Context: an optimization exercise on an open-source flow, tuned for small area. The choices shown serve that exercise and are no tape-out recipe.
Where RTL was checked, it was by simulation tests only, not by an equivalence proof against the original.
No functional check of the RTL was part of runs 2 and 3.
Power is estimated from default activity; no workload was simulated.

File: config.mk
export PLATFORM = sky130hd
export DESIGN_NAME = radar_digitizer
export DESIGN_NICKNAME = radar_digitizer
export VERILOG_FILES = /design/flow/design.v
export SDC_FILE = /design/flow/constraint.sdc
export NUM_CORES = 4
export LEC_CHECK = 0
export CAP_MARGIN = 20
export CORE_MARGIN = 2
export CORE_UTILIZATION = 40
export SLEW_MARGIN = 20
File: constraint.sdc
create_clock -name core_clock -period 8.0 [get_ports {clk64}]
set_input_delay 1.6000 -clock core_clock [delete_from_list [all_inputs] [get_ports {clk64}]]
set_output_delay 1.6000 -clock core_clock [all_outputs]
set_load 0.01 [all_outputs]
File: design.v
`timescale 1ns/1ps
`timescale 1ns/1ps
`timescale 1ns/1ps
`timescale 1ns/1ps
`timescale 1ns/1ps
`timescale 1ns/1ps
module radar_digitizer
(
   input  logic        clk64,
   input  logic        rx_dsp_reset,
   input  logic        apb_psel,
   input  logic        apb_penable,
   input  logic        apb_pwrite,
   input  logic [7:0]  apb_paddr,
   input  logic [31:0] apb_pwdata,
   output logic [31:0] apb_prdata,
   output logic        apb_pready,
   output logic        apb_pslverr,
   input  logic [11:0] chan_video,
   input  logic [11:0] chan_trig,
   input  logic [11:0] chan_arp,
   input  logic [11:0] chan_acp,
   output logic [15:0] sample_data,
   output logic        sample_first,
   output logic        sample_valid,
   input  logic        sample_ready
);
   function automatic logic [31:0] rd_inc32(input logic [31:0] a, input logic cin);
      logic [31:0] r;
      logic        c, pre;
      pre = 1'b1;
      for (int k = 0; k < 4; k++)
      begin
         c = cin & pre;
         for (int i = 8*k; i < 8*k + 8; i++)
         begin
            r[i] = a[i] ^ c;
            c    = a[i] & c;
         end
         pre = pre & (&a[8*k +: 8]);
      end
      rd_inc32 = r;
   endfunction
   function automatic logic [15:0] rd_inc16(input logic [15:0] a);
      logic [15:0] r;
      logic        c;
      c = 1'b1;
      for (int i = 0; i < 16; i++)
      begin
         r[i] = a[i] ^ c;
         c    = a[i] & c;
      end
      rd_inc16 = r;
   endfunction
   function automatic logic [32:0] rd_dec32(input logic [31:0] a);
      logic [31:0] r;
      logic        b, pre;
      pre = 1'b1;
      for (int k = 0; k < 4; k++)
      begin
         b = pre;
         for (int i = 8*k; i < 8*k + 8; i++)
         begin
            r[i] = a[i] ^ b;
            b    = ~a[i] & b;
         end
         pre = pre & ~(|a[8*k +: 8]);
      end
      rd_dec32 = {pre, r};
   endfunction
   function automatic logic rd_ge16(input logic [15:0] a, input logic [15:0] b);
      logic c;
      c = 1'b1;
      for (int i = 0; i < 16; i++)
         c = (a[i] & ~b[i]) | ((a[i] | ~b[i]) & c);
      rd_ge16 = c;
   endfunction
   logic rst;
   assign rst = rx_dsp_reset;
   logic        cfg_enable;
   logic [2:0]  cfg_mode;
   logic        cfg_negate;
   logic [15:0] cfg_decim;
   logic [31:0] cfg_nsamp;
   logic [11:0] trig_exc, trig_rel;
   logic [11:0] arp_exc,  arp_rel;
   logic [11:0] acp_exc,  acp_rel;
   logic        overrun_flag;
   logic        overrun;        
   logic        access, wr, lo_ok;
   logic [3:0]  idx;
   logic [31:0] wd;             
   assign access = apb_psel & apb_penable;
   assign wr     = access & apb_pwrite;
   assign lo_ok  = (apb_paddr[1:0] == 2'b00) && (apb_paddr[7:6] == 2'b00);
   assign idx    = apb_paddr[5:2];
   assign wd     = rst ? 32'd0 : apb_pwdata;
   logic we_ctrl, we_decim, we_trig, we_arp, we_acp, we_nsamp;
   assign we_ctrl  = rst | (wr & lo_ok & (idx == 4'd0));
   assign we_decim = rst | (wr & lo_ok & (idx == 4'd1));
   assign we_trig  = rst | (wr & lo_ok & (idx == 4'd2));
   assign we_arp   = rst | (wr & lo_ok & (idx == 4'd3));
   assign we_acp   = rst | (wr & lo_ok & (idx == 4'd4));
   assign we_nsamp = rst | (wr & lo_ok & (idx == 4'd5));
   always_ff @(posedge clk64)
   begin
      if (we_ctrl)
      begin
         cfg_enable <= wd[0];
         cfg_mode   <= wd[3:1];
         cfg_negate <= wd[4];
      end
      if (we_decim) cfg_decim <= wd[15:0];
      if (we_trig)  {trig_rel, trig_exc} <= {wd[27:16], wd[11:0]};
      if (we_arp)   {arp_rel,  arp_exc}  <= {wd[27:16], wd[11:0]};
      if (we_acp)   {acp_rel,  acp_exc}  <= {wd[27:16], wd[11:0]};
      if (we_nsamp) cfg_nsamp <= wd;
   end
   always_ff @(posedge clk64)
   begin
      if (rst)
         overrun_flag <= 1'b0;
      else if (overrun)
         overrun_flag <= 1'b1;
      else if (wr && lo_ok && idx == 4'd6 && apb_pwdata[0])
         overrun_flag <= 1'b0;
   end
   logic        trig_st, arp_st, acp_st;         
   logic        trig_fire, arp_fire, acp_fire;
   logic        trig_strobe, arp_strobe, acp_strobe;
   logic [31:0] n_trigs, n_arps, n_acps;
   rd_detector trig_det (.clk64 (clk64), .rst (rst), .enable (cfg_enable), .level (chan_trig),
                         .excite (trig_exc), .relax (trig_rel), .excited (trig_st), .fire (trig_fire));
   rd_detector arp_det  (.clk64 (clk64), .rst (rst), .enable (cfg_enable), .level (chan_arp),
                         .excite (arp_exc), .relax (arp_rel), .excited (arp_st), .fire (arp_fire));
   rd_detector acp_det  (.clk64 (clk64), .rst (rst), .enable (cfg_enable), .level (chan_acp),
                         .excite (acp_exc), .relax (acp_rel), .excited (acp_st), .fire (acp_fire));
   always_ff @(posedge clk64)
   begin
      trig_strobe <= trig_fire & ~rst;
      arp_strobe  <= arp_fire  & ~rst;
      acp_strobe  <= acp_fire  & ~rst;
   end
   rd_counter trig_cnt (.clk64 (clk64), .rst (rst), .inc (trig_fire), .count (n_trigs));
   rd_counter arp_cnt  (.clk64 (clk64), .rst (rst), .inc (arp_fire),  .count (n_arps));
   rd_counter acp_cnt  (.clk64 (clk64), .rst (rst), .inc (acp_fire),  .count (n_acps));
   logic [31:0] age, age_inc, trig_interval;
   assign age_inc = rd_inc32(age, 1'b1);
   always_ff @(posedge clk64)
   begin
      if (rst || trig_fire)
         age <= '0;
      else
         age <= age_inc;
   end
   always_ff @(posedge clk64)
   begin
      if (rst)
         trig_interval <= '0;
      else if (trig_fire)
         trig_interval <= age_inc;
   end
   logic [31:0] acp_run, acp_per_rev;
   always_ff @(posedge clk64)
   begin
      if (rst | arp_strobe)
         acp_run <= 32'(acp_strobe & ~rst);
      else
         acp_run <= rd_inc32(acp_run, acp_strobe);
   end
   always_ff @(posedge clk64)
   begin
      if (rst)
         acp_per_rev <= '0;
      else if (arp_strobe)
         acp_per_rev <= acp_run;
   end
   logic [15:0] dc;
   logic        tick;
   assign tick = rd_ge16(dc, cfg_decim);
   always_ff @(posedge clk64)
   begin
      if (rst || tick)
         dc <= 16'd1;
      else
         dc <= rd_inc16(dc);
   end
   logic        pulsed, streaming, ilv_mode;
   logic        capturing, first_pend, take;
   logic [31:0] rem_m1;          
   logic [31:0] dec_in, dec_out;
   logic        dec_borrow;      
   logic        trigger_start;
   assign pulsed    = (cfg_mode == 3'd0);
   assign ilv_mode  = (cfg_mode == 3'd5);
   assign streaming = (cfg_mode != 3'd0) && (cfg_mode[2:1] != 2'b11);
   assign take      = tick & (streaming ? cfg_enable : capturing);
   assign dec_in = capturing ? rem_m1 : cfg_nsamp;
   assign {dec_borrow, dec_out} = rd_dec32(dec_in);
   assign trigger_start = trig_strobe & ~dec_borrow;
   always_ff @(posedge clk64)
   begin
      if (rst || !pulsed || !cfg_enable)
         capturing <= 1'b0;        
      else if (!capturing)
         capturing <= trigger_start;
      else if (tick && dec_borrow)
         capturing <= 1'b0;
   end
   always_ff @(posedge clk64)
   begin
      if (!capturing ? trigger_start : tick)
         rem_m1 <= dec_out;
   end
   always_ff @(posedge clk64)
   begin
      if (!capturing)
      begin
         if (trigger_start)
            first_pend <= 1'b1;
      end
      else if (tick)
         first_pend <= 1'b0;
   end
   logic [1:0] ilv_idx;
   always_ff @(posedge clk64)
   begin
      if (rst || !ilv_mode || !cfg_enable)
         ilv_idx <= 2'd0;
      else if (take)
         ilv_idx <= ilv_idx + 1'b1;
   end
   logic [1:0]  ch;
   logic [11:0] chv, sel;
   always_comb
   begin
      case (cfg_mode)
         3'd2:    ch = 2'd1;
         3'd3:    ch = 2'd2;
         3'd4:    ch = 2'd3;
         3'd5:    ch = ilv_idx;
         default: ch = 2'd0;
      endcase
      case (ch)
         2'd0:    chv = chan_video;
         2'd1:    chv = chan_trig;
         2'd2:    chv = chan_arp;
         default: chv = chan_acp;
      endcase
      if (cfg_mode[2:1] == 2'b11)
         sel = 12'd0;               
      else
         sel = chv ^ {12{pulsed & cfg_negate}};
   end
   logic        blocked;
   logic [11:0] s_data;
   logic        s_first;
   assign blocked = sample_valid & ~sample_ready;
   always_ff @(posedge clk64)
   begin
      if (rst)
      begin
         sample_valid <= 1'b0;
         overrun      <= 1'b0;
      end
      else
      begin
         overrun <= take & blocked;
         if (take)
            sample_valid <= 1'b1;
         else if (sample_ready)
            sample_valid <= 1'b0;
      end
   end
   always_ff @(posedge clk64)
   begin
      if (take && !blocked)
      begin
         s_data  <= sel;
         s_first <= pulsed & first_pend;
      end
   end
   assign sample_data  = {4'd0, s_data};
   assign sample_first = s_first;
   logic [31:0] rdata;
   always_comb
   begin
      case (idx)
         4'd0:    rdata = {27'd0, cfg_negate, cfg_mode, cfg_enable};
         4'd1:    rdata = {16'd0, cfg_decim};
         4'd2:    rdata = {4'd0, trig_rel, 4'd0, trig_exc};
         4'd3:    rdata = {4'd0, arp_rel, 4'd0, arp_exc};
         4'd4:    rdata = {4'd0, acp_rel, 4'd0, acp_exc};
         4'd5:    rdata = cfg_nsamp;
         4'd6:    rdata = {31'd0, overrun_flag};
         4'd7:    rdata = n_trigs;
         4'd8:    rdata = n_arps;
         4'd9:    rdata = n_acps;
         4'd10:   rdata = trig_interval;
         default: rdata = acp_per_rev;
      endcase
   end
   assign apb_prdata  = rdata;
   assign apb_pready  = 1'b1;
   assign apb_pslverr = access & ~(lo_ok & ~(idx[3] & idx[2]));
endmodule
module rd_counter
(
   input  logic        clk64,
   input  logic        rst,
   input  logic        inc,
   output logic [31:0] count
);
   function automatic logic [31:0] rd_inc32(input logic [31:0] a, input logic cin);
      logic [31:0] r;
      logic        c, pre;
      pre = 1'b1;
      for (int k = 0; k < 4; k++)
      begin
         c = cin & pre;
         for (int i = 8*k; i < 8*k + 8; i++)
         begin
            r[i] = a[i] ^ c;
            c    = a[i] & c;
         end
         pre = pre & (&a[8*k +: 8]);
      end
      rd_inc32 = r;
   endfunction
   always_ff @(posedge clk64)
      count <= rd_inc32(count, inc) & {32{~rst}};
endmodule
module rd_detector
(
   input  logic        clk64,
   input  logic        rst,
   input  logic        enable,
   input  logic [11:0] level,
   input  logic [11:0] excite,
   input  logic [11:0] relax,
   output logic        excited,
   output logic        fire
);
   function automatic logic rd_ge12(input logic [11:0] a, input logic [11:0] b);
      logic c;
      c = 1'b1;
      for (int i = 0; i < 12; i++)
         c = (a[i] & ~b[i]) | ((a[i] | ~b[i]) & c);
      rd_ge12 = c;
   endfunction
   logic [11:0] thr;
   logic        ge;
   assign thr  = excited ? relax : excite;
   assign ge   = rd_ge12(level, thr);
   assign fire = ~excited & enable & ge;
   always_ff @(posedge clk64)
      excited <= ~rst & ge & (excited | enable);
endmodule
File: run.sh
#!/bin/bash
# synth_recipe.tcl (not shown) runs the flow's synth.tcl, then flattens the netlist and writes it again
# the make line also repeats each setting of config.mk as NAME=value (left out here)
make -C /OpenROAD-flow-scripts/flow DESIGN_CONFIG=/design/flow/config.mk WORK_HOME=/design/flow/orfs CLKGATE_MAP_FILE= SYNTH_SCRIPT=/design/flow/synth_recipe.tcl finish
==> results of run 1 <==
## state kept, by name, indices dropped and copies added, names as in the netlist, 16 cells and up
register	cells
acp_run	32
trig_interval	32
rem_m1	32
arp_cnt.count	32
dc	16
trig_cnt.count	32
acp_per_rev	32
cfg_nsamp	32
age	32
acp_cnt.count	32
cfg_decim	16
## worst max-delay path, cell delays in order
cell and delay, ns:
clkdlybuf4s50_1 0.87, nand2b_1 0.31, nor2_2 0.73, buf_4 0.40, a221oi_1 0.13, a41oi_1 0.59, clkdlybuf4s50_1 0.67
## cell usage after synthesis (19+ instances only)
master      n
a22o_1     40
nand2b_1   19
a31oi_1    29
nand4_1    32
clkbuf_1   70
nor3b_1    34
mux2i_1   135
nand3_1    42
edfxtp_1  171
nor3_1     29
xnor2_1    25
o21ai_0    40
nor2b_1   124
nand2_1    31
a221oi_1   43
nor2_1    129
a22oi_1    35
ha_1      180
dfxtp_1   252
a21oi_1    47
inv_1      58
and2_1     48
## cells by family after synthesis
logic type | count (synthesis) | share of synthesized area, %
xor gates and xnor gates | 37 | 1.622
buffers and inverters | 162 | 3.394
DFF | 423 | 50.95
and+or+nand+nor | 517 | 14.07
adders and majority gates | 187 | 11.62
AOI/OAI and AO/OA | 315 | 11.43
other | 2 | 0.03758
muxes | 137 | 6.875
## where the power goes
| part | leakage [nW] | switching (mW) | internal (mW) |
|---|---|---|---|
| Clock | 0.771 | 0.893 | 1.30 |
| Sequential | 3.66 | 0.108 | 2.34 |
| Combinational | 4.90 | 0.316 | 0.208 |
## cell type report
| cell class | instances | area [um2] |
|---|---|---|
| multi-input cells | 1198 | 9206 |
| fillers | 4515 | 25540 |
| flip-flops and latches | 423 | 10180 |
| repair buffers | 167 | 1608 |
| well taps | 664 | 830.8 |
| diodes | 1 | 2.502 |
| inverters | 59 | 221.5 |
| clock buffers | 68 | 1345 |
| clock inverters | 18 | 219.0 |
## stage by stage
step	setup WS (ns)	instance area (um2)
floorplan	3.110	19990
global placement	1.348	22050
finish	1.081	23620
detailed placement	1.260	22050
CTS	1.261	23610
global route	1.099	23620
## final timing paths
kind	start	cells past startpoint	to	slack [ns]
setup reg to reg	trig_det.excited$_DFF_P_	16	trig_cnt.count[7]$_DFF_P_	3.18
hold reg to reg	dc[0]$_SDFF_PP1_	1	dc[0]$_SDFF_PP1_	0.41
hold / removal	dc[0]$_SDFF_PP1_	1	dc[0]$_SDFF_PP1_	0.41
setup / recovery	apb_paddr[4]	7	apb_prdata[1]	1.08
## metal layers
layer	vias up	track usage [%]	wire [um]
met5	-	0	7
met4	2	9.762	2492
met1	7236	31.80	25980
met2	659	36.58	27340
li1	6811	-	-
met3	123	5.240	5293
==> results.txt, run 1 <==
Die ar. 51760 um2; Site Rows 81; kind of critical path in -> out; post-synth top area share 25.70%; drt first pass iters 7; Pleak 9.333 nW; CTS clk-pin slew, worst paths 0.06 ns; RSZ-0062 raised after global routing no; CTS Root Cell clkbuf_16; Pwr Total 5.168 mW; final-report setup violation count 0; antenna viol nets, final 0; TNS Setup 0 ns; # IOs 146; post-synth top area cell edfxtp_1; crit start category input port; commonest non-fill, non-tap cell in the layout dfxtp_1; final design utilization 48.04%; CTS buffer count 46; drt first-iter violations 1694; hold violation total from the final report 0; Port-buffer cells 140; Layout Area Growth over Synthesis 18.18%; maximum VDD drop 161.8 uV; GRT overflow 0; Tcrit/Tclk final 86.49%; initial antenna violation count 3; number of global-route vias before repair 14290; largest net degree at the start of global routing 90; first-pass GRT wire length 89.81 mm; register bit total from synthesis 423; Slew @ Worst Pin 1.104 ns; WP data required 6.40 ns; CP endpoint kind primary output; post-CTS setup buffer count 0; synth top area cells edfxtp_1 26%, dfxtp_1 25%, ha_1 11%, mux2i_1 6.8%, nor2b_1 3.9%; Inst Count DP 2511; mean post-synth cell area 11.23 um2; crit path time final 6.919 ns; CTS tree built; via count 14830; Syn Inst Count 1780; fraction of registers with async set/reset 0%; Final Non-Filler Cells 2598; critical path fanouts, max 16; clk_skew 0.03029 ns; share of layout cells above drive strength 1 6.622%; worst path arrival time 5.32 ns; Seq/Total Area, Yosys 50.95%; Synth Flop Type dfxtp_1; GRT Total Usage 23.58%; status no timing/DRC/antenna violations; Hold WS 0.4122 ns; DRC viols 0; Final #Nets 2169; DRT Wirelength 61.11 mm; Post-Syn Area 19980 um2; DP HPWL 46.04 mm; routability cong. 0.9902; drt wl/cell 23.52 um; CORE AREA 49150 um2; number of flops mapped to enable cells by yosys 171; worst hold path type reg -> reg; die width 227.5 um; Pins Over Slew Limit 0; Initial Util 40.65%; worst rel slew slack 26.43%; synth unique cells 66; Clock Latency Late Sink 0.59 ns; CTS Hold Bufs 0; vias per inst 5.709; CTS Buffer Depth 3; Clock Sinks 423; chip height 227.5 um; Peak Freq 144.5 MHz; most frequent cells in the layout 250 x dfxtp_1, 180 x ha_1, 171 x edfxtp_1; htree depth 2; max_cap viols 0; post-CTS sizing 0; PD cells 218.9 nW/um2; Ys Warns 3
==> run 2, diff against run 1 <==
--- a/design.v
+++ b/design.v
@@ -28,15 +28,10 @@
    function automatic logic [31:0] rd_inc32(input logic [31:0] a, input logic cin);
       logic [31:0] r;
-      logic        c, pre;
-      pre = 1'b1;
-      for (int k = 0; k < 4; k++)
+      logic        c;
+      c = cin;
+      for (int i = 0; i < 32; i++)
       begin
-         c = cin & pre;
-         for (int i = 8*k; i < 8*k + 8; i++)
-         begin
-            r[i] = a[i] ^ c;
-            c    = a[i] & c;
-         end
-         pre = pre & (&a[8*k +: 8]);
+         r[i] = a[i] ^ c;
+         c    = a[i] & c;
       end
       rd_inc32 = r;
@@ -55,17 +50,12 @@
    function automatic logic [32:0] rd_dec32(input logic [31:0] a);
       logic [31:0] r;
-      logic        b, pre;
-      pre = 1'b1;
-      for (int k = 0; k < 4; k++)
+      logic        b;
+      b = 1'b1;
+      for (int i = 0; i < 32; i++)
       begin
-         b = pre;
-         for (int i = 8*k; i < 8*k + 8; i++)
-         begin
-            r[i] = a[i] ^ b;
-            b    = ~a[i] & b;
-         end
-         pre = pre & ~(|a[8*k +: 8]);
+         r[i] = a[i] ^ b;
+         b    = ~a[i] & b;
       end
-      rd_dec32 = {pre, r};
+      rd_dec32 = {b, r};
    endfunction
    function automatic logic rd_ge16(input logic [15:0] a, input logic [15:0] b);
@@ -164,8 +154,5 @@
    always_ff @(posedge clk64)
    begin
-      if (rst | arp_strobe)
-         acp_run <= 32'(acp_strobe & ~rst);
-      else
-         acp_run <= rd_inc32(acp_run, acp_strobe);
+      acp_run <= rd_inc32((rst | arp_strobe) ? 32'd0 : acp_run, acp_strobe & ~rst);
    end
    always_ff @(posedge clk64)
@@ -314,15 +301,10 @@
    function automatic logic [31:0] rd_inc32(input logic [31:0] a, input logic cin);
       logic [31:0] r;
-      logic        c, pre;
-      pre = 1'b1;
-      for (int k = 0; k < 4; k++)
+      logic        c;
+      c = cin;
+      for (int i = 0; i < 32; i++)
       begin
-         c = cin & pre;
-         for (int i = 8*k; i < 8*k + 8; i++)
-         begin
-            r[i] = a[i] ^ c;
-            c    = a[i] & c;
-         end
-         pre = pre & (&a[8*k +: 8]);
+         r[i] = a[i] ^ c;
+         c    = a[i] & c;
       end
       rd_inc32 = r;
==> run 2 against run 1 <==
Flip-flop and latch count is the same. Cell area grew 3.5%. Synthesized area down 2.4%. Worst hold slack worse by 0.011 ns. Clock power hardly changed. Global-route usage down 1.4 points. Sequential share of layout area down 1.5 points. Critical path depth up 34. Synthesized cell count fell by 7.5%.
==> results.txt, run 2 <==
status no timing/DRC/antenna violations; Inst Count DP 2372; DRT Wirelength 56.70 mm; Ys Warns 3; Slew @ Worst Pin 1.026 ns; maximum VDD drop 168.6 uV; synth top area cells edfxtp_1 26%, dfxtp_1 26%, ha_1 13%, mux2i_1 6.3%, nor2b_1 4.3%; cell depth of the worst flop-to-flop path 36; Peak Freq 127.5 MHz; routability cong. 0.8631; crit path time final 7.842 ns; PD cells 212.5 nW/um2; CTS Root Cell clkbuf_16; share of layout cells above drive strength 1 18.00%; post-synth top area cell edfxtp_1; drt first-iter violations 956; worst hold path type reg -> reg; via count 13710; die width 224.8 um; Port-buffer cells 140; synth unique cells 63; worst rel slew slack 31.61%; hold violation total from the final report 0; Die ar. 50520 um2; # IOs 146; Tcrit/Tclk final 98.02%; Post-Syn Area 19490 um2; DP HPWL 40.86 mm; TNS Setup 0 ns; diode count 0; Hold WS 0.4014 ns; Syn Inst Count 1646; Pleak 9.562 nW; WP data required 8.45 ns; commonest non-fill, non-tap cell in the layout dfxtp_1; number of flops mapped to enable cells by yosys 171; most frequent cell after synthesis dfxtp_1; Initial Util 40.66%; CTS clk-pin slew, worst paths 0.06 ns; Final #Nets 2107; DRC viols 0; drt first pass iters 5; depth of the worst hold-timing path 1; CP endpoint kind flop; CORE AREA 47950 um2; worst path arrival time 8.29 ns; Seq/Total Area, Yosys 52.22%; CTS buffer count 47; crit start category input port; max_cap viols 0; critical path fanouts, max 4; kind of critical path in -> reg; RSZ-0062 raised after global routing yes; CTS Hold Bufs 0; GRT Total Usage 22.19%; CTS Buffer Depth 3; vias per inst 5.562; critical path's slowest cell nor4_4; first-pass GRT wire length 83.75 mm; Final Non-Filler Cells 2465; Pins Over Slew Limit 0; number of global-route vias before repair 13510; drt wl/cell 23.00 um; chip height 224.8 um; register bit total from synthesis 423; Post-synth top cells 252 x dfxtp_1, 200 x ha_1, 171 x edfxtp_1, 137 x nor2_1, 134 x nor2b_1; CTS tree built; Synth Flop Type dfxtp_1; Clock Latency Late Sink 0.59 ns; fraction of registers with async set/reset 0%; mean post-synth cell area 11.84 um2; initial antenna violation count 0; final-report setup violation count 0; CP peak stage delay 0.28 ns; post-synth top area share 26.34%; Layout Area Growth over Synthesis 25.39%; most frequent CP cell ha_4; largest net degree at the start of global routing 68; Site Rows 80; most frequent cells in the layout 250 x dfxtp_1, 171 x edfxtp_1, 133 x nor2b_1; antenna viol nets, final 0; clk_skew 0.02787 ns; Clock Sinks 423; htree depth 2; GRT overflow 0
[run 2: cell count changes in the layout (fill, tap and decap cells not counted), moves of 24 or more]
cell             previous run  this run
buf_4                      27        61
ha_1                      180       100
a21oi_1                    46        19
clkdlybuf4s50_1           139       115
ha_2                        0        53
nand4_1                    32         3
o21ai_0                    39        12
and2_1                     48        77
nor3b_1                    34         3
ha_4                        0        47
nand3_1                    42        10
[run 2: kinds of logic (layout without fill, tap and decap cells)]
| group | Yosys count | count (layout) | synth area share (%) |
|---|---|---|---|
| AO/OA/AOI/OAI | 262 | 262 | 10.24 |
| XOR/XNOR | 18 | 18 | 0.8087 |
| adder cells (fa/ha/maj) | 209 | 209 | 13.30 |
| buffers and inverters | 145 | 346 | 3.164 |
| flip-flops | 423 | 423 | 52.22 |
| multiplexers | 139 | 139 | 7.933 |
| other | 2 | 5 | 0.03852 |
| AND/OR/NAND/NOR | 448 | 448 | 12.30 |
[run 2: final timing paths]
kind | start | endpoint | slack [ns]
worst max register to register | capturing$_SDFF_PP0_ | rem_m1[26]$_DFFE_PP_ | 0.24
worst max-delay path | chan_arp[0] | arp_cnt.count[31]$_DFF_P_ | 0.16
worst min-delay path | dc[0]$_SDFF_PP1_ | dc[0]$_SDFF_PP1_ | 0.40
worst min register to register | dc[0]$_SDFF_PP1_ | dc[0]$_SDFF_PP1_ | 0.40
[run 2: layer usage]
| metal | vias to the layer above | GRT usage, % | share of wire (%) |
|---|---|---|---|
| li1 | 6388 | - | - |
| met1 | 6833 | 30.60 | 45 |
| met2 | 408 | 35.94 | 47 |
| met3 | 81 | 3.723 | 5.8 |
| met4 | 0 | 6.388 | 2.8 |
| met5 | - | 0 | 0 |
[run 2: worst max-delay path, delay by kind of cell]
family / cells / cell delay, ns
buf+inv: 1 / 0.25
compound gates: 3 / 0.67
fa+ha+maj: 32 / 5.13
simple gates: 4 / 0.48
xor+xnor: 1 / 0.14
[run 2: metrics by stage]
step	utilization, %	cell area, um2	setup WS (ns)	power [mW]
after floorplan	-	19830	0.0005098	2.729
after global placement	46.05	22080	-1.036	2.984
after global routing	50.98	24440	-0.04865	5.359
final	50.98	24440	0.1583	5.194
after detailed placement	46.05	22080	-1.135	2.992
after CTS	49.90	23920	0.0004272	5.203
[run 2: cell type report]
class | instances | area, um2
timing repair buffer | 205 | 1901
multi-input combinational | 1081 | 9823
inverter | 55 | 206.4
tap | 615 | 769.5
clock inverter | 18 | 181.4
fill | 4143 | 23500
sequential | 423 | 10180
clock buffer | 68 | 1381
[run 2: where the power goes]
part | total (mW) | internal [mW] | switching (mW)
combinational | 0.577 | 0.252 | 0.325
clock | 2.20 | 1.30 | 0.897
sequential | 2.42 | 2.34 | 0.0821
total | 5.19 | 3.89 | 1.30
[run 2: repair_timing]
action | CTS | global route
setup buffers | 5 | 2
cloned | 1 | 1
pin swaps | 28 | 32
resized for setup | 70 | 97
endpoints found under the setup margin | 46 | 44
==> run 3, diff against run 2 <==
--- a/config.mk
+++ b/config.mk
@@ -9,3 +9,5 @@
 export CORE_MARGIN = 2
 export CORE_UTILIZATION = 40
+export CTS_BUF_LIST = sky130_fd_sc_hd__clkbuf_4
+export CTS_CLUSTER_SIZE = 20
 export SLEW_MARGIN = 20
==> run 3 against run 2 <==
Worst hold slack improved by 0.0021 ns. Critical path depth rose by 1. Power down 4.5%. Sequential power about the same. First-iteration DRC count rose by 0.94%. Register-to-register slack got worse by 0.03 ns. Non-clock buffer count up 1. Cell area shrank 1.4%. Synthesized cell count stayed put. Count of clock-buffer cells in the layout up 109. Largest cell class unchanged.
==> results.txt, run 3 <==
status no timing/DRC/antenna violations; largest net degree at the start of global routing 68; Crit. Startpoint chan_arp[2]; flop2flop setup slack 0.21 ns; post-synth top area share 26.34%; Peak Freq 128.1 MHz; Seq/Total Area, Yosys 52.22%; CTS tree built; CP endpoint kind flop; Pins Over Slew Limit 0; commonest non-fill, non-tap cell in the layout dfxtp_1; GRT Total Usage 22.58%; Tcrit/Tclk final 97.59%; crit start category input port; PD cells 206.0 nW/um2; drt first-iter violations 965; Seq pwr share 48.7%; CP endpoint arp_cnt.count[31]$_DFF_P_; drt wl/cell 22.11 um; antenna viol nets, final 0; most frequent CP cell ha_2; met3 Usage GRT 5.029%; synth top area cells edfxtp_1 26%, dfxtp_1 26%, ha_1 13%, mux2i_1 6.3%, nor2b_1 4.3%; GRT overflow 0; worst path arrival time 8.49 ns; chip height 224.8 um; Post-Syn Area 19490 um2; post-synth top area cell edfxtp_1; hold violation total from the final report 0; Layout Area Growth over Synthesis 23.60%; Slew @ Worst Pin 1.021 ns; GR Util met1 29.89%; kind of critical path in -> reg; worst rel slew slack 31.92%; Pleak 9.805 nW; DP HPWL 40.86 mm; final-report setup violation count 0; layer with the highest usage met2; Sw Share 26.42%; via count 14090; # IOs 146; Die ar. 50520 um2; Filler cells 4259; htree depth 3; die width 224.8 um; synth unique cells 63; DRC viols 0; most frequent cells in the layout 249 x dfxtp_1, 177 x clkbuf_4, 171 x edfxtp_1; CTS buffer count 109; Initial Util 40.66%; Post-synth top cells 252 x dfxtp_1, 200 x ha_1, 171 x edfxtp_1, 137 x nor2_1, 134 x nor2b_1; DRT Wirelength 57.04 mm; fraction of registers with async set/reset 0%; Port-buffer cells 140; critical path fanouts, max 2; critical path's slowest cell nor4_4; initial antenna violation count 3; dpl ws -1.135 ns; cell depth of the worst flop-to-flop path 36; maximum VDD drop 117.8 uV; max_cap viols 0; Final #Nets 2170; worst hold path type reg -> reg; Ys Warns 3; CP peak stage delay 0.28 ns; drt first pass iters 6; mean post-synth cell area 11.84 um2; Final WS setup 0.1929 ns; Pwr Total 4.963 mW; Reg-to-Reg End rem_m1[11]$_DFFE_PP_; Synth Flop Type dfxtp_1; met2 Track Usage GR 35.55%; Site Rows 80; register bit total from synthesis 423; number of flops mapped to enable cells by yosys 171; RSZ-0062 raised after global routing no; clk_skew 0.04911 ns; worst reg2reg path startpoint capturing$_SDFF_PP0_; routability cong. 0.8631; Clock Latency Late Sink 0.86 ns; Clock Sinks 423; P_sw 1.311 mW; Combinational Power Share 11.8%; CTS Root Cell clkbuf_4; crit path time final 7.807 ns; share of layout cells above drive strength 1 22.21%; vias per inst 5.463; number of global-route vias before repair 13940; first-pass GRT wire length 84.32 mm; most frequent cell after synthesis dfxtp_1; clock power share 39.5%; WP data required 8.68 ns; CTS clk-pin slew, worst paths 0.06 ns; Pint 3.652 mW; CTS Buffer Depth 3; CORE AREA 47950 um2; Syn Inst Count 1646
run 3: cell counts after synthesis:
No cell type changed its count.
run 3: worst min-delay path by stage:
stage / start / to / slack (ns) / depth (start not counted)
CTS: dc[0]$_SDFF_PP1_ / dc[0]$_SDFF_PP1_ / 0.41 / 1
global route: dc[0]$_SDFF_PP1_ / dc[0]$_SDFF_PP1_ / 0.42 / 1
global placement: dc[0]$_SDFF_PP1_ / dc[0]$_SDFF_PP1_ / 0.39 / 1
detailed placement: dc[0]$_SDFF_PP1_ / dc[0]$_SDFF_PP1_ / 0.39 / 1
floorplan: dc[0]$_SDFF_PP1_ / dc[0]$_SDFF_PP1_ / 0.37 / 1
finish: dc[0]$_SDFF_PP1_ / dc[0]$_SDFF_PP1_ / 0.40 / 1
run 3: cells by family (layout without fill, tap and decap cells):
logic type | Yosys count | after routing | share of synthesized area [%]
adders and majority gates | 209 | 209 | 13.30
other | 2 | 7 | 0.03852
xor gates and xnor gates | 18 | 18 | 0.8087
AOI/OAI and AO/OA | 262 | 262 | 10.24
buffers and inverters | 145 | 459 | 3.164
and+or+nand+nor | 448 | 448 | 12.30
muxes | 139 | 139 | 7.933
DFF | 423 | 423 | 52.22
run 3: power by group through the flow:
stage	Clock (mW)	Combinational, mW	Sequential, mW
2_1_floorplan	0	0.317	2.41
3_5_place_dp	0	0.529	2.46
4_1_cts	2.02	0.554	2.42
5_1_grt	2.12	0.630	2.42
3_3_place_gp	0	0.522	2.46
6_report	1.96	0.584	2.42
run 3: area by class of cell:
cell class,count,area [um2],share of cell area [%]
antenna,2,5.005,0.02077
clock buffer,177,1329,5.515
clock inverter,21,133.9,0.5556
sequential,423,10190,42.27
tap,615,769.5,3.193
timing repair buffer,206,2003,8.313
multi-input combinational,1081,9463,39.27
inverter,55,206.4,0.8568
run 3: stage by stage:
step	TNS [ns]	cells	util (%)	instance area (um2)	hold slack (ns)
after floorplan	0	1649	-	19830	0.3702
after global placement	-19.89	2372	46.05	22080	0.3865
after detailed placement	-22.38	2372	46.05	22080	0.3905
after CTS	0	2576	49.48	23720	0.4051
after global routing	0	2579	50.25	24090	0.4203
final	0	2580	50.26	24100	0.4035
run 3: per-layer routing:
layer,up-vias,wire [um]
li1,6579,-
met1,6874,25010
met2,533,26060
met3,106,3996
met4,2,1958
met5,-,13
run 3: worst max-delay path: cells and delay by family:
family                     cells  cell delay [ns]
and+or+nand+nor                4             0.48
xor gates and xnor gates       1             0.14
adders and majority gates     32             5.30
AOI/OAI and AO/OA              3             0.60
buffers and inverters          2             0.33
run 3: repair_timing:
action,CTS,global route
pin swaps,10,33
gates cloned,2,0
hold buffers,0,0
endpoints found under the setup margin,40,42
gates resized for setup,22,87
buffers inserted,4,2
==> run 4, diff against run 3 <==
--- a/design.v
+++ b/design.v
@@ -28,10 +28,15 @@
    function automatic logic [31:0] rd_inc32(input logic [31:0] a, input logic cin);
       logic [31:0] r;
-      logic        c;
-      c = cin;
-      for (int i = 0; i < 32; i++)
+      logic        c, pre;
+      pre = 1'b1;
+      for (int k = 0; k < 4; k++)
       begin
-         r[i] = a[i] ^ c;
-         c    = a[i] & c;
+         c = cin & pre;
+         for (int i = 8*k; i < 8*k + 8; i++)
+         begin
+            r[i] = a[i] ^ c;
+            c    = a[i] & c;
+         end
+         pre = pre & (&a[8*k +: 8]);
       end
       rd_inc32 = r;
@@ -50,12 +55,17 @@
    function automatic logic [32:0] rd_dec32(input logic [31:0] a);
       logic [31:0] r;
-      logic        b;
-      b = 1'b1;
-      for (int i = 0; i < 32; i++)
+      logic        b, pre;
+      pre = 1'b1;
+      for (int k = 0; k < 4; k++)
       begin
-         r[i] = a[i] ^ b;
-         b    = ~a[i] & b;
+         b = pre;
+         for (int i = 8*k; i < 8*k + 8; i++)
+         begin
+            r[i] = a[i] ^ b;
+            b    = ~a[i] & b;
+         end
+         pre = pre & ~(|a[8*k +: 8]);
       end
-      rd_dec32 = {b, r};
+      rd_dec32 = {pre, r};
    endfunction
    function automatic logic rd_ge16(input logic [15:0] a, input logic [15:0] b);
@@ -154,5 +164,8 @@
    always_ff @(posedge clk64)
    begin
-      acp_run <= rd_inc32((rst | arp_strobe) ? 32'd0 : acp_run, acp_strobe & ~rst);
+      if (rst | arp_strobe)
+         acp_run <= 32'(acp_strobe & ~rst);
+      else
+         acp_run <= rd_inc32(acp_run, acp_strobe);
    end
    always_ff @(posedge clk64)
@@ -301,10 +314,15 @@
    function automatic logic [31:0] rd_inc32(input logic [31:0] a, input logic cin);
       logic [31:0] r;
-      logic        c;
-      c = cin;
-      for (int i = 0; i < 32; i++)
+      logic        c, pre;
+      pre = 1'b1;
+      for (int k = 0; k < 4; k++)
       begin
-         r[i] = a[i] ^ c;
-         c    = a[i] & c;
+         c = cin & pre;
+         for (int i = 8*k; i < 8*k + 8; i++)
+         begin
+            r[i] = a[i] ^ c;
+            c    = a[i] & c;
+         end
+         pre = pre & (&a[8*k +: 8]);
       end
       rd_inc32 = r;
==> flow/run.sh (new file) <==
#!/bin/bash
# Own layout flow: the standard ORFS flow (standard.sh) with three changes:
#  - synthesis maps logic with an area-oriented ABC script (abc_area_map.script)
#    in place of ORFS's delay-oriented one; registers are mapped as in the
#    standard synthesis (dfflibmap runs before ABC and is unchanged)
#  - port buffers use the smallest buffer cell (every port still gets one)
#  - clock tree synthesis inserts no dummy loads
# Every tool's output goes to ORFS's logs under orfs/logs; make's own output
# goes to own_flow.log in the work folder.
set -euo pipefail
W=$(pwd)
F=$W/flow

{
  echo "set ::own_abc_script $F/abc_area_map.script"
  cat "$F/abc_override.tcl"
  cat "$W/synth_recipe.tcl"
} > "$W/own_synth.tcl"

sed "s|SYNTH_SCRIPT=[^ ]*|SYNTH_SCRIPT=$W/own_synth.tcl|" "$W/standard.sh" > "$W/own_standard.sh"
grep -q "SYNTH_SCRIPT=$W/own_synth.tcl" "$W/own_standard.sh"

export BUFFER_PORTS_ARGS="-buffer_cell sky130_fd_sc_hd__buf_1"
export CTS_ARGS="-sink_clustering_enable -repair_clock_nets -dont_use_dummy_load -buf_list {sky130_fd_sc_hd__clkbuf_8} -sink_clustering_size 18 -sink_clustering_max_diameter 70"

bash "$W/own_standard.sh" "$@" > "$W/own_flow.log" 2>&1
==> flow/abc_area_map.script (new file) <==
strash
dch -f
amap -m
==> flow/abc_override.tcl (new file) <==
# Map with an area-oriented ABC script instead of ORFS's delay-oriented one.
proc abc {args} {
  set i [lsearch -exact $args -script]
  if {$i >= 0} {
    set args [lreplace $args [expr {$i + 1}] [expr {$i + 1}] $::own_abc_script]
  }
  yosys abc {*}$args
}
==> standard.sh (new file) <==
#!/bin/bash
# synth_recipe.tcl (not shown) runs the flow's synth.tcl, then flattens the netlist and writes it again
# the make line also repeats each setting of config.mk as NAME=value (left out here)
make -C /OpenROAD-flow-scripts/flow DESIGN_CONFIG=/design/flow/config.mk WORK_HOME=/design/flow/orfs CLKGATE_MAP_FILE= SYNTH_SCRIPT=/design/flow/synth_recipe.tcl "${@:-finish}"
--- a/config.mk
+++ b/config.mk
@@ -8,6 +8,4 @@
 export CAP_MARGIN = 20
 export CORE_MARGIN = 2
-export CORE_UTILIZATION = 40
-export CTS_BUF_LIST = sky130_fd_sc_hd__clkbuf_4
-export CTS_CLUSTER_SIZE = 20
+export CORE_UTILIZATION = 72
 export SLEW_MARGIN = 20
removed: run.sh
==> run 4 against run 3 <==
Register-to-register slack gained 1.8 ns. Power shrank 24%. Final cell count shrank 15%. Synthesized cell count grew 1.0%. Fmax grew 19%. Count of clock-buffer cells in the layout shrank 150. Synthesized area shrank 5.6%. Worst setup slack gained 1.2 ns. Global-route usage grew 15 points. Critical path type is now in -> out. Largest power group unchanged. Highest routed layer is now met4.
==> results.txt, run 4 <==
Post-synth top cells 252 x dfxtp_1, 187 x nor2_1, 180 x ha_1, 171 x edfxtp_1, 143 x clkinv_1; CTS clk-pin slew, worst paths 0.11 ns; Pins Over Slew Limit 0; max_cap viols 0; first-pass GRT wire length 76.70 mm; vias per inst 6.736; worst rel slew slack 23.15%; post-CTS sizing 0; Filler cells 1651; critical path fanouts, max 28; Syn Inst Count 1663; synth unique cells 39; Seq/Total Area, Yosys 55.33%; Die ar. 26850 um2; drt first-iter violations 2103; Crit. Startpoint apb_paddr[5]; drt first pass iters 10; DP HPWL 37.67 mm; GRT overflow 0; WP data required 6.40 ns; share of layout cells above drive strength 1 3.508%; fraction of registers with async set/reset 0%; worst path arrival time 4.98 ns; cell depth of the worst flop-to-flop path 35; clk_skew 0.03956 ns; die width 163.9 um; footprint of the multi-input gates 7712 um2; Sequential Area 10180 um2; Layout Area Growth over Synthesis 8.406%; maximum VDD drop 165.9 uV; Final #Nets 2129; crit path time final 6.581 ns; Clock Sinks 423; post-synth top area cell edfxtp_1; commonest non-fill, non-tap cell in the layout dfxtp_1; CTS Buffer Depth 3; CTS buffer count 27; met2 Track Usage GR 60.03%; synth top area cells edfxtp_1 28%, dfxtp_1 27%, ha_1 12%, nor2b_1 4.7%, nor2_1 3.8%; number of global-route vias before repair 13770; CP endpoint kind primary output; drt wl/cell 23.52 um; htree depth 1; CTS Root Cell clkbuf_8; via count 14710; Reg-to-Reg End acp_cnt.count[31]$_DFF_P_; kind of critical path in -> out; RSZ-0062 raised after global routing no; Tcrit/Tclk final 82.26%; mean post-synth cell area 11.06 um2; largest net degree at the start of global routing 78; Synth Flop Type dfxtp_1; post-CTS setup buffer count 0; met3 Usage GRT 7.475%; CTS tree built; Initial Util 73.27%; # IOs 146; Clock Latency Late Sink 0.61 ns; GR Util met1 51.23%; DRT Wirelength 51.36 mm; number of flops mapped to enable cells by yosys 171; Site Rows 58; depth of the worst hold-timing path 1; routability cong. 0.9902; Pleak 7.839 nW; Hold WS 0.4709 ns; CORE AREA 25110 um2; Hold Crit Start age[0]$_SDFF_PP0_; CP endpoint apb_prdata[20]; Slew @ Worst Pin 1.146 ns; crit start category input port; status no timing/DRC/antenna violations; antenna viol nets, final 0; TNS Setup 0 ns; worst reg2reg path startpoint acp_det.excited$_DFF_P_; most frequent cells in the layout 252 x dfxtp_1, 185 x nor2_1, 180 x ha_1; Ys Warns 3; flop2flop setup slack 1.98 ns; initial antenna violation count 0; chip height 163.9 um; most frequent cell after synthesis dfxtp_1; register bit total from synthesis 423; Peak Freq 152.0 MHz; post-synth top area share 27.91%; Post-Syn Area 18400 um2; layer with the highest usage met2; Port-buffer cells 140; worst hold path type reg -> reg; GRT Total Usage 37.79%; PD cells 188.4 nW/um2; hold violation total from the final report 0; CTS Hold Bufs 0; final-report setup violation count 0; DRC viols 0
[run 4: through the flow]
stage / std cells / worst slack, ns / area [um2] / total power [mW] / utilization, %
after floorplan: 1666 / 1.564 / 18410 / 2.662 / -
after CTS: 2182 / 1.525 / 19910 / 3.734 / 79.31
after detailed placement: 2155 / 1.552 / 19540 / 2.843 / 77.83
after global routing: 2183 / 1.333 / 19940 / 3.860 / 79.42
after global placement: 2154 / 1.796 / 19530 / 2.826 / 77.79
final: 2184 / 1.419 / 19940 / 3.758 / 79.43
[run 4: worst max-delay path, cell delays in order]
cell and delay, ns:
buf_1 0.26, clkinv_1 0.24, nand3_1 0.30, clkinv_1 0.88
a22oi_1 0.51, o221ai_1 0.25, a211oi_1 0.49, o21ai_0 0.24
buf_1 0.18
[run 4: layout make-up]
| type | instances | share of cell area, % |
|---|---|---|
| inverters | 143 | 2.691 |
| repair buffers | 165 | 3.651 |
| clock buffers | 27 | 1.863 |
| multi-input cells | 1095 | 38.67 |
| flip-flops and latches | 423 | 51.04 |
| well taps | 330 | 2.070 |
| diodes | 1 | 0.01255 |
[run 4: cells by family (layout without fill, tap and decap cells)]
logic type                 Yosys count  after routing  synth area share [%]
AOI/OAI and AO/OA                  387            387                 15.17
adders and majority gates          180            180                 12.24
buffers and inverters              148            335                 3.122
DFF                                423            423                 55.33
other                                2              6               0.04082
and+or+nand+nor                    523            523                 14.09
[run 4: report_power, final]
group / switching [mW] / leakage (nW) / internal (mW)
Combinational: 0.276 / 3.99 / 0.132
Sequential: 0.0705 / 3.66 / 2.34
Clock: 0.640 / 0.194 / 0.304
[run 4: worst min path at each step]
stage | to | slack [ns]
finish | age[0]$_SDFF_PP0_ | 0.47
global route | age[0]$_SDFF_PP0_ | 0.48
CTS | age[0]$_SDFF_PP0_ | 0.47
detailed placement | overrun_flag$_SDFFE_PP0P_ | 0.44
global placement | dc[0]$_SDFF_PP1_ | 0.42
floorplan | dc[0]$_SDFF_PP1_ | 0.40
[run 4: metal layers]
metal / up-vias / wire [um]
li1: 6641 / -
met1: 6958 / 19800
met2: 933 / 23270
met3: 179 / 5791
met4: 0 / 2497
met5: - / 0
==> run 5, diff against run 4 <==
--- a/flow/run.sh
+++ b/flow/run.sh
@@ -22,5 +22,5 @@
 
 export BUFFER_PORTS_ARGS="-buffer_cell sky130_fd_sc_hd__buf_1"
-export CTS_ARGS="-sink_clustering_enable -repair_clock_nets -dont_use_dummy_load -buf_list {sky130_fd_sc_hd__clkbuf_8} -sink_clustering_size 18 -sink_clustering_max_diameter 70"
+export CTS_ARGS="-sink_clustering_enable -repair_clock_nets -dont_use_dummy_load"
 
-bash "$W/own_standard.sh" "$@" > "$W/own_flow.log" 2>&1
+bash "$W/own_standard.sh" > "$W/own_flow.log" 2>&1
--- a/config.mk
+++ b/config.mk
@@ -8,4 +8,4 @@
 export CAP_MARGIN = 20
 export CORE_MARGIN = 2
-export CORE_UTILIZATION = 72
+export CORE_UTILIZATION = 40
 export SLEW_MARGIN = 20
==> run 5 against run 4 <==
Still clean. Worst hold slack got worse by 0.038 ns. Flip-flop and latch count unchanged. Fmax increased by 4.0%. Non-clock buffer count increased by 1. Largest cell class unchanged. Largest power group unchanged.
==> results.txt, run 5 <==
status no timing/DRC/antenna violations; DRT Wirelength 56.79 mm; RSZ-0062 raised after global routing no; Pleak 8.233 nW; maximum VDD drop 136.0 uV; WP data required 6.40 ns; drt first pass iters 8; register bit total from synthesis 423; Hold WS 0.4329 ns; depth of the worst hold-timing path 1; post-synth top area share 27.91%; mean post-synth cell area 11.06 um2; hold violation total from the final report 0; drt first-iter violations 1424; most frequent cells in the layout 252 x dfxtp_1, 185 x nor2_1, 180 x ha_1; post-CTS sizing 0; htree depth 2; Final #Nets 2150; drt wl/cell 22.95 um; final-report setup violation count 0; via count 14220; CTS Root Cell clkbuf_16; PD cells 220.7 nW/um2; antenna viol nets, final 0; # IOs 146; Clock Sinks 423; fraction of registers with async set/reset 0%; chip height 218.5 um; GRT Total Usage 23.62%; crit path time final 6.327 ns; Pint 3.496 mW; Slew @ Worst Pin 1.137 ns; Port-buffer cells 140; Seq pwr share 51.7%; number of global-route vias before repair 13740; Layout Area Growth over Synthesis 14.61%; Clock Latency Late Sink 0.59 ns; TNS Setup 0 ns; post-synth top area cell edfxtp_1; share of layout cells above drive strength 1 4.589%; Sw Share 24.87%; Synth Flop Type dfxtp_1; kind of critical path in -> out; Seq/Total Area, Yosys 55.33%; Tcrit/Tclk final 79.09%; number of flops mapped to enable cells by yosys 171; critical path fanouts, max 22; DRC viols 0; clk_skew 0.04583 ns; CTS Buffer Depth 3; commonest non-fill, non-tap cell in the layout dfxtp_1; Filler cells 4216; DP HPWL 41.00 mm; Post-synth top cells 252 x dfxtp_1, 187 x nor2_1, 180 x ha_1, 171 x edfxtp_1, 143 x clkinv_1; Pwr Total 4.654 mW; Site Rows 78; GRT overflow 0; max_cap viols 0; CTS buffer count 47; clock power share 39.3%; Post-Syn Area 18400 um2; P_sw 1.157 mW; die width 218.5 um; CTS Hold Bufs 0; initial antenna violation count 0; CORE AREA 45380 um2; largest net degree at the start of global routing 83; cell depth of the worst flop-to-flop path 35; vias per inst 5.743; crit start category input port; CTS tree built; Syn Inst Count 1663; CTS clk-pin slew, worst paths 0.05 ns; Peak Freq 158.0 MHz; Pins Over Slew Limit 0; most frequent cell after synthesis dfxtp_1; worst rel slew slack 23.91%; first-pass GRT wire length 83.66 mm; worst hold path type reg -> reg; routability cong. 0.9212; synth top area cells edfxtp_1 28%, dfxtp_1 27%, ha_1 12%, nor2b_1 4.7%, nor2_1 3.8%; Die ar. 47720 um2; Ys Warns 3; post-CTS setup buffer count 0; synth unique cells 39; Combinational Power Share 9.0%; Initial Util 40.54%; worst path arrival time 4.73 ns; CP endpoint kind primary output
[run 5: cell counts after synthesis]
No cell type changed its count.
[run 5: final timing paths]
check / start / end / slack, ns
worst max-delay path: apb_paddr[4] / apb_prdata[16] / 1.67
worst min-delay path: dc[0]$_SDFF_PP1_ / dc[0]$_SDFF_PP1_ / 0.43
worst max register to register: arp_det.excited$_DFF_P_ / arp_cnt.count[31]$_DFF_P_ / 1.85
worst min register to register: dc[0]$_SDFF_PP1_ / dc[0]$_SDFF_PP1_ / 0.43
[run 5: logic make-up (layout without fill, tap and decap cells)]
family | count (synthesis) | in the layout | share of synthesized area, %
AO/OA/AOI/OAI | 387 | 387 | 15.17
adder cells (fa/ha/maj) | 180 | 180 | 12.24
buffers and inverters | 148 | 356 | 3.122
flip-flops | 423 | 423 | 55.33
other | 2 | 6 | 0.04082
AND/OR/NAND/NOR | 523 | 523 | 14.09
[run 5: cell type report]
class	count	area (um2)	area share, %
flip-flops and latches	423	10180	48.28
multi-input cells	1095	7716	36.60
clock buffers	47	1176	5.578
well taps	600	750.7	3.560
repair buffers	166	721.9	3.424
inverters	143	538.0	2.552
diodes	1	2.502	0.01187
[run 5: power groups by stage]
stage,Sequential (mW),Combinational (mW),Clock [mW]
2_1_floorplan,2.42,0.243,0
3_3_place_gp,2.45,0.407,0
3_5_place_dp,2.45,0.415,0
4_1_cts,2.40,0.416,1.86
5_1_grt,2.41,0.457,1.94
6_report,2.41,0.419,1.83
[run 5: worst max-delay path: stages]
cell and delay [ns]:
buf_1 0.38, clkinv_1 0.19, nand3_1 0.27, clkinv_1 0.78
a222oi_1 0.79, o2111ai_1 0.19, a221o_1 0.35, buf_1 0.14
[run 5: through the flow]
stage	cells	cell area, um2	utilization (%)	setup WS [ns]
finish	2475	21090	46.46	1.673
CTS	2473	21080	46.44	1.736
global route	2474	21080	46.46	1.260
detailed placement	2426	19900	43.85	1.695
floorplan	1666	18410	-	1.564
global placement	2426	19900	43.85	1.682
[run 5: layer usage]
layer	share of wire (%)	track usage, %	vias up
li1	-	-	6662
met4	3.6	9.025	0
met5	0	0	-
met2	45	37.20	631
met3	8.9	4.871	116
met1	42	31.90	6806
==> run 6, diff against run 5 <==
--- a/design.v
+++ b/design.v
@@ -53,5 +53,5 @@
       rd_inc16 = r;
    endfunction
-   function automatic logic [32:0] rd_dec32(input logic [31:0] a);
+   function automatic logic [32:0] rd_dec32(input logic [31:0] a, input logic bin);
       logic [31:0] r;
       logic        b, pre;
@@ -59,5 +59,5 @@
       for (int k = 0; k < 4; k++)
       begin
-         b = pre;
+         b = bin & pre;
          for (int i = 8*k; i < 8*k + 8; i++)
          begin
@@ -67,5 +67,5 @@
          pre = pre & ~(|a[8*k +: 8]);
       end
-      rd_dec32 = {pre, r};
+      rd_dec32 = {bin & pre, r};
    endfunction
    function automatic logic rd_ge16(input logic [15:0] a, input logic [15:0] b);
@@ -197,5 +197,5 @@
    assign take      = tick & (streaming ? cfg_enable : capturing);
    assign dec_in = capturing ? rem_m1 : cfg_nsamp;
-   assign {dec_borrow, dec_out} = rd_dec32(dec_in);
+   assign {dec_borrow, dec_out} = rd_dec32(dec_in, ~capturing | tick);
    assign trigger_start = trig_strobe & ~dec_borrow;
    always_ff @(posedge clk64)
@@ -205,21 +205,11 @@
       else if (!capturing)
          capturing <= trigger_start;
-      else if (tick && dec_borrow)
+      else if (dec_borrow)         
          capturing <= 1'b0;
    end
    always_ff @(posedge clk64)
    begin
-      if (!capturing ? trigger_start : tick)
-         rem_m1 <= dec_out;
-   end
-   always_ff @(posedge clk64)
-   begin
-      if (!capturing)
-      begin
-         if (trigger_start)
-            first_pend <= 1'b1;
-      end
-      else if (tick)
-         first_pend <= 1'b0;
+      rem_m1     <= dec_out;
+      first_pend <= ~capturing | (first_pend & ~tick);
    end
    logic [1:0] ilv_idx;
--- a/flow/run.sh
+++ b/flow/run.sh
@@ -22,5 +22,5 @@
 
 export BUFFER_PORTS_ARGS="-buffer_cell sky130_fd_sc_hd__buf_1"
-export CTS_ARGS="-sink_clustering_enable -repair_clock_nets -dont_use_dummy_load"
+export CTS_ARGS="-sink_clustering_enable -repair_clock_nets -dont_use_dummy_load -buf_list {sky130_fd_sc_hd__clkbuf_8} -sink_clustering_size 12 -sink_clustering_max_diameter 50"
 
-bash "$W/own_standard.sh" > "$W/own_flow.log" 2>&1
+bash "$W/own_standard.sh" "$@" > "$W/own_flow.log" 2>&1
--- a/config.mk
+++ b/config.mk
@@ -8,4 +8,4 @@
 export CAP_MARGIN = 20
 export CORE_MARGIN = 2
-export CORE_UTILIZATION = 40
+export CORE_UTILIZATION = 65
 export SLEW_MARGIN = 20
==> run 6 against run 5 <==
Still clean. Synthesized cell count up 0.90%. Routed wire length down 12%. Critical path depth up 29. Via count up 0.89%. Clock power down 37%. Clock skew up 0.012 ns. Worst setup slack better by 0.37 ns. Count of clock-buffer cells in the layout down 4.
==> results.txt, run 6 <==
Pleak 7.893 nW; clk_skew 0.05759 ns; flop2flop setup slack 2.04 ns; RSZ-0062 raised after global routing no; Tcrit/Tclk final 74.52%; number of flops mapped to enable cells by yosys 138; mean post-synth cell area 10.81 um2; Post-synth top cells 285 x dfxtp_1, 188 x nor2_1, 182 x ha_1, 161 x clkinv_1, 141 x nor2b_1; htree depth 2; commonest non-fill, non-tap cell in the layout dfxtp_1; Port-buffer cells 140; Initial Util 65.65%; share of layout cells above drive strength 1 4.359%; Ys Warns 3; CTS tree built; Site Rows 61; final-report setup violation count 0; vias per inst 6.346; drt wl/cell 22.07 um; post-CTS sizing 0; CTS Hold Bufs 0; critical path's slowest cell nor2_1; Seq/Total Area, Yosys 54.30%; PD cells 197.6 nW/um2; Layout Area Growth over Synthesis 10.09%; routability cong. 0.9528; status no timing/DRC/antenna violations; final design utilization 72.27%; CTS buffer count 43; DRC viols 0; Final #Nets 2159; CP endpoint kind flop; DRT Wirelength 49.88 mm; CORE AREA 27630 um2; most frequent cells in the layout 285 x dfxtp_1, 185 x nor2_1, 182 x ha_1; antenna viol nets, final 0; TNS Setup 0 ns; # IOs 146; Final Non-Filler Cells 2260; post-CTS setup buffer count 0; DP HPWL 36.84 mm; crit path time final 5.962 ns; worst rel slew slack 22.56%; worst path arrival time 6.39 ns; Slew @ Worst Pin 1.155 ns; die width 171.0 um; GRT overflow 0; fraction of registers with async set/reset 0%; max_cap viols 0; maximum VDD drop 192.0 uV; GRT Total Usage 34.13%; WP data required 8.43 ns; crit start category flop; hold violation total from the final report 0; worst hold path type reg -> reg; via count 14340; CP peak stage delay 0.64 ns; drt first-iter violations 1884; Inst Count DP 2216; Syn Inst Count 1678; drt first pass iters 6; Clock Latency Late Sink 0.57 ns; initial antenna violation count 0; critical path fanouts, max 4; Pins Over Slew Limit 0; Die ar. 29260 um2; synth unique cells 45; Peak Freq 167.7 MHz; Post-Syn Area 18140 um2; largest net degree at the start of global routing 81; CTS Root Cell clkbuf_8; register bit total from synthesis 423; Clock Sinks 423; chip height 171.0 um; kind of critical path reg -> reg; most frequent cell after synthesis dfxtp_1; first-pass GRT wire length 75.41 mm; post-synth top area cell dfxtp_1; post-synth top area share 31.46%; synth top area cells dfxtp_1 31%, edfxtp_1 23%, ha_1 13%, nor2b_1 4.9%, nor2_1 3.9%; CTS clk-pin slew, worst paths 0.08 ns; CTS Buffer Depth 3; Synth Flop Type dfxtp_1; number of global-route vias before repair 13310
-- run 6: changes by cell type in the layout (fill, tap and decap cells not counted), sizes merged, moves of 5 or more --
cell / before / now
a21oi: 45 / 57
o21ai: 32 / 44
a211oi: 37 / 42
o2111ai: 16 / 11
and3: 41 / 27
dfxtp: 252 / 285
a22oi: 47 / 37
clkinv: 143 / 160
nand3: 11 / 6
edfxtp: 171 / 138
nand2: 74 / 63
-- run 6: cells by family (layout without fill, tap and decap cells) --
| group | Yosys count | after routing | synth area share, % |
|---|---|---|---|
| and+or+nand+nor | 503 | 503 | 13.79 |
| DFF | 423 | 423 | 54.30 |
| AOI/OAI and AO/OA | 402 | 402 | 15.77 |
| adders and majority gates | 182 | 182 | 12.56 |
| buffers and inverters | 166 | 366 | 3.539 |
| other | 2 | 6 | 0.04141 |
-- run 6: worst paths after layout --
path | from | to | cells after the start
worst min register to register | dc[0]$_SDFF_PP1_ | dc[0]$_SDFF_PP1_ | 1
worst min-delay path | dc[0]$_SDFF_PP1_ | dc[0]$_SDFF_PP1_ | 1
worst max register to register | cfg_decim[1]$_DFFE_PP_ | rem_m1[31]$_DFF_P_ | 37
worst max-delay path | cfg_decim[1]$_DFFE_PP_ | rem_m1[31]$_DFF_P_ | 37
-- run 6: final cells by class --
class,count,area (um2)
flip-flops and latches,423,9849
multi-input cells,1092,7751
fillers,2078,7662
repair buffers,162,694.4
inverters,161,604.3
clock buffers,43,591.8
well taps,378,473.0
diodes,1,2.502
-- run 6: power by group --
| group | internal, mW | switching (mW) |
|---|---|---|
| Combinational | 0.134 | 0.260 |
| Clock | 0.480 | 0.678 |
| Sequential | 2.31 | 0.0803 |
-- run 6: metal layers --
layer  routed length, um  global-route usage (%)  part of all wire [%]
met2               22870                   55.01                    46
met5                   0                       0                     0
met1               20590                   47.83                    41
met4                1706                   10.98                   3.4
met3                4719                   4.788                   9.5
-- run 6: worst max-delay path: cells and delay by family, from the launching register on --
family / cells / cell delay, ns
buf+inv: 1 / 0.09
flops: 1 / 0.39
compound gates: 20 / 2.55
simple gates: 9 / 1.33
fa+ha+maj: 7 / 1.48
-- run 6: through the flow --
step | power [mW] | setup slack, ns | area (um2) | hold slack [ns]
floorplan | 2.643 | 1.435 | 18150 | 0.3794
global placement | 2.812 | 2.076 | 19360 | 0.3943
detailed placement | 2.821 | 1.954 | 19360 | 0.3969
CTS | 3.942 | 1.978 | 19960 | 0.4156
global route | 4.083 | 1.579 | 19960 | 0.4319
finish | 3.945 | 2.038 | 19970 | 0.4136
==> run 7, diff against run 6 <==
--- a/flow/run.sh
+++ b/flow/run.sh
@@ -22,5 +22,5 @@
 
 export BUFFER_PORTS_ARGS="-buffer_cell sky130_fd_sc_hd__buf_1"
-export CTS_ARGS="-sink_clustering_enable -repair_clock_nets -dont_use_dummy_load -buf_list {sky130_fd_sc_hd__clkbuf_8} -sink_clustering_size 12 -sink_clustering_max_diameter 50"
+export CTS_ARGS="-sink_clustering_enable -repair_clock_nets -dont_use_dummy_load -buf_list {sky130_fd_sc_hd__clkbuf_16} -sink_clustering_size 24 -sink_clustering_max_diameter 80"
 
 bash "$W/own_standard.sh" "$@" > "$W/own_flow.log" 2>&1
==> run 7 against run 6 <==
Clock power hardly changed. Combinational power about the same. Critical path depth is the same. Still clean on timing, DRC and antenna. Synthesized area did not move.
==> results.txt, run 7 <==
status no timing/DRC/antenna violations; post-synth top area cell dfxtp_1; Crit. Startpoint cfg_decim[1]$_DFFE_PP_; fraction of registers with async set/reset 0%; Crit path max-delay family compound AO/OA/AOI/OAI gates; htree depth 1; commonest non-fill, non-tap cell in the layout dfxtp_1; Clock Sinks 423; register bit total from synthesis 423; DRC viols 0; drt wl/cell 22.26 um; WP data required 8.42 ns; WP depth 37; CTS clk-pin slew, worst paths 0.09 ns; Pins Over Slew Limit 0; Pint 2.917 mW; Seq/Total Area, Yosys 54.30%; max_cap viols 0; Seq pwr share 61.1%; PD cells 196.7 nW/um2; post-CTS setup buffer count 0; Sequential Area 9849 um2; initial antenna violation count 1; mean post-synth cell area 10.81 um2; # IOs 146; Synth Flop Type dfxtp_1; Layout Area Growth over Synthesis 9.706%; worst path arrival time 6.35 ns; M1 WL 20.62 mm; TNS Setup 0 ns; via count 14200; maximum VDD drop 176.3 uV; Pwr Total 3.913 mW; GRT overflow 0; synth top area cells dfxtp_1 31%, edfxtp_1 23%, ha_1 13%, nor2b_1 4.9%, nor2_1 3.9%; hold violation total from the final report 0; CP peak stage delay 0.65 ns; post-synth top area share 31.46%; diode count 0; cell depth of the worst flop-to-flop path 37; Tcrit/Tclk final 74.11%; Port-buffer cells 140; number of flops mapped to enable cells by yosys 138; Site Rows 61; DP HPWL 36.84 mm; Slew @ Worst Pin 1.064 ns; wire length on met2 22.75 mm; Pleak 7.843 nW; RSZ-0062 raised after global routing no; Syn Inst Count 1678; CTS Root Cell clkbuf_16; Filler cells 2075; footprint of the multi-input gates 7751 um2; antenna viol nets, final 0; vias per inst 6.346; most frequent cells in the layout 285 x dfxtp_1, 185 x nor2_1, 182 x ha_1; CTS Hold Bufs 0; drt first-iter violations 1943; GRT Total Usage 33.80%; drt first pass iters 6; flop2flop setup slack 2.07 ns; CTS buffer count 21; routed wl met3 4.495 mm; Final #Nets 2137; Post-synth top cells 285 x dfxtp_1, 188 x nor2_1, 182 x ha_1, 161 x clkinv_1, 141 x nor2b_1; CTS tree built; critical path fanouts, max 4; Clock Latency Late Sink 0.54 ns; Top Metal Used met4; Ys Warns 3; Combinational Power Share 10.1%; die width 171.0 um; worst rel slew slack 28.66%; CP endpoint rem_m1[31]$_DFF_P_; critical path's slowest cell nor2_1; CORE AREA 27630 um2; routability cong. 0.9528; worst reg2reg path startpoint cfg_decim[1]$_DFFE_PP_; crit path time final 5.928 ns; share of layout cells above drive strength 1 3.228%; Initial Util 65.65%; CTS Buffer Depth 3; Sw Share 25.45%; post-CTS sizing 0; synth unique cells 45; Buf+Inv Stages, Crit Path 1; clk_skew 0.03050 ns; number of global-route vias before repair 13080; final-report setup violation count 0; kind of critical path reg -> reg; crit start category flop; first-pass GRT wire length 74.89 mm; clock power share 28.8%; largest net degree at the start of global routing 81; Post-Syn Area 18140 um2; Peak Freq 168.7 MHz; CP endpoint kind flop; most frequent cell after synthesis dfxtp_1; P_sw 0.9959 mW; Hold WS 0.4170 ns; DRT Wirelength 49.79 mm; chip height 171.0 um; worst hold path type reg -> reg; Die ar. 29260 um2; Reg-to-Reg End rem_m1[31]$_DFF_P_
## run 7: cell counts after synthesis
Identical to the previous run, type by type.
## run 7: metrics by stage
stage | setup slack [ns] | cell area, um2 | instances | util [%]
2_1_floorplan | 1.435 | 18150 | 1681 | -
3_3_place_gp | 2.076 | 19360 | 2216 | 70.09
3_5_place_dp | 1.954 | 19360 | 2216 | 70.09
4_1_cts | 1.981 | 19890 | 2237 | 71.99
5_1_grt | 1.551 | 19900 | 2237 | 72.02
6_report | 2.072 | 19900 | 2237 | 72.02
## run 7: power by group through the flow
| stage | clock network (mW) | logic (mW) | registers (mW) |
|---|---|---|---|
| 6_report | 1.13 | 0.394 | 2.39 |
| 5_1_grt | 1.20 | 0.433 | 2.40 |
| 4_1_cts | 1.14 | 0.387 | 2.39 |
| 3_5_place_dp | 0 | 0.384 | 2.44 |
| 3_3_place_gp | 0 | 0.377 | 2.43 |
| 2_1_floorplan | 0 | 0.245 | 2.40 |
## run 7: cells by family after synthesis
| kind of cell | after synthesis | synth area share (%) |
|---|---|---|
| other cells | 2 | 0.04141 |
| buf+inv | 166 | 3.539 |
| flops | 423 | 54.30 |
| fa+ha+maj | 182 | 12.56 |
| compound gates | 402 | 15.77 |
| simple gates | 503 | 13.79 |
## run 7: worst min-delay path by stage
stage	slack, ns	start	cells past startpoint	end
6_report	0.42	dc[0]$_SDFF_PP1_	1	dc[0]$_SDFF_PP1_
5_1_grt	0.44	dc[0]$_SDFF_PP1_	1	dc[0]$_SDFF_PP1_
4_1_cts	0.42	dc[0]$_SDFF_PP1_	1	dc[0]$_SDFF_PP1_
3_5_place_dp	0.40	dc[0]$_SDFF_PP1_	1	dc[0]$_SDFF_PP1_
3_3_place_gp	0.39	dc[0]$_SDFF_PP1_	1	dc[0]$_SDFF_PP1_
2_1_floorplan	0.38	dc[0]$_SDFF_PP1_	1	dc[0]$_SDFF_PP1_
## run 7: routing by layer
layer  track usage, %  up-vias
met4            11.68        0
met3            3.100      102
met1            48.04     6780
met2            54.56      682
li1                 -     6633
met5                0        -
## run 7: final cells by class
class	count	share of cell area (%)
flip-flops and latches	423	49.50
multi-input cells	1092	38.95
repair buffers	162	3.490
inverters	161	3.037
clock buffers	21	2.641
well taps	378	2.377

static timing again, ports no longer ideal:
The results above use ideal ports. As a check the final layouts listed here were re-extracted and re-timed, cells and wires unchanged.
Step 1 assumes that a clkbuf_16 drives the clock port and a buf_2 every other input.
Step 2, shift: input delay + t, output delay - t, t = (earliest + latest rising clock arrival at the registers) / 2. This alone moves slack from input paths to output paths.
Three values: ideal, step 1, step 2; two values: the first two.
run	shift t [ns]	setup WS [ns]	worst setup path after step 2
run 1	0.634	1.081 / 1.053 / 1.053	input to output
run 2	0.633	0.158 / 0.186 / -0.448	input to register
run 3	0.889	0.193 / 0.208 / -0.672	input to register
run 4	0.643	1.419 / 1.378 / 1.378	input to output
run 5	0.621	1.673 / 1.650 / 1.650	input to output
run 6	0.593	2.038 / 2.038 / 1.868	input to register
run 7	0.578	2.072 / 2.072 / 1.846	input to register
Met with ideal ports but missed after step 2: setup timing in run 2 and run 3. The setup slack of run 3, which loses most, moves by +0.015 ns with the drivers and by -0.865 ns with both steps.
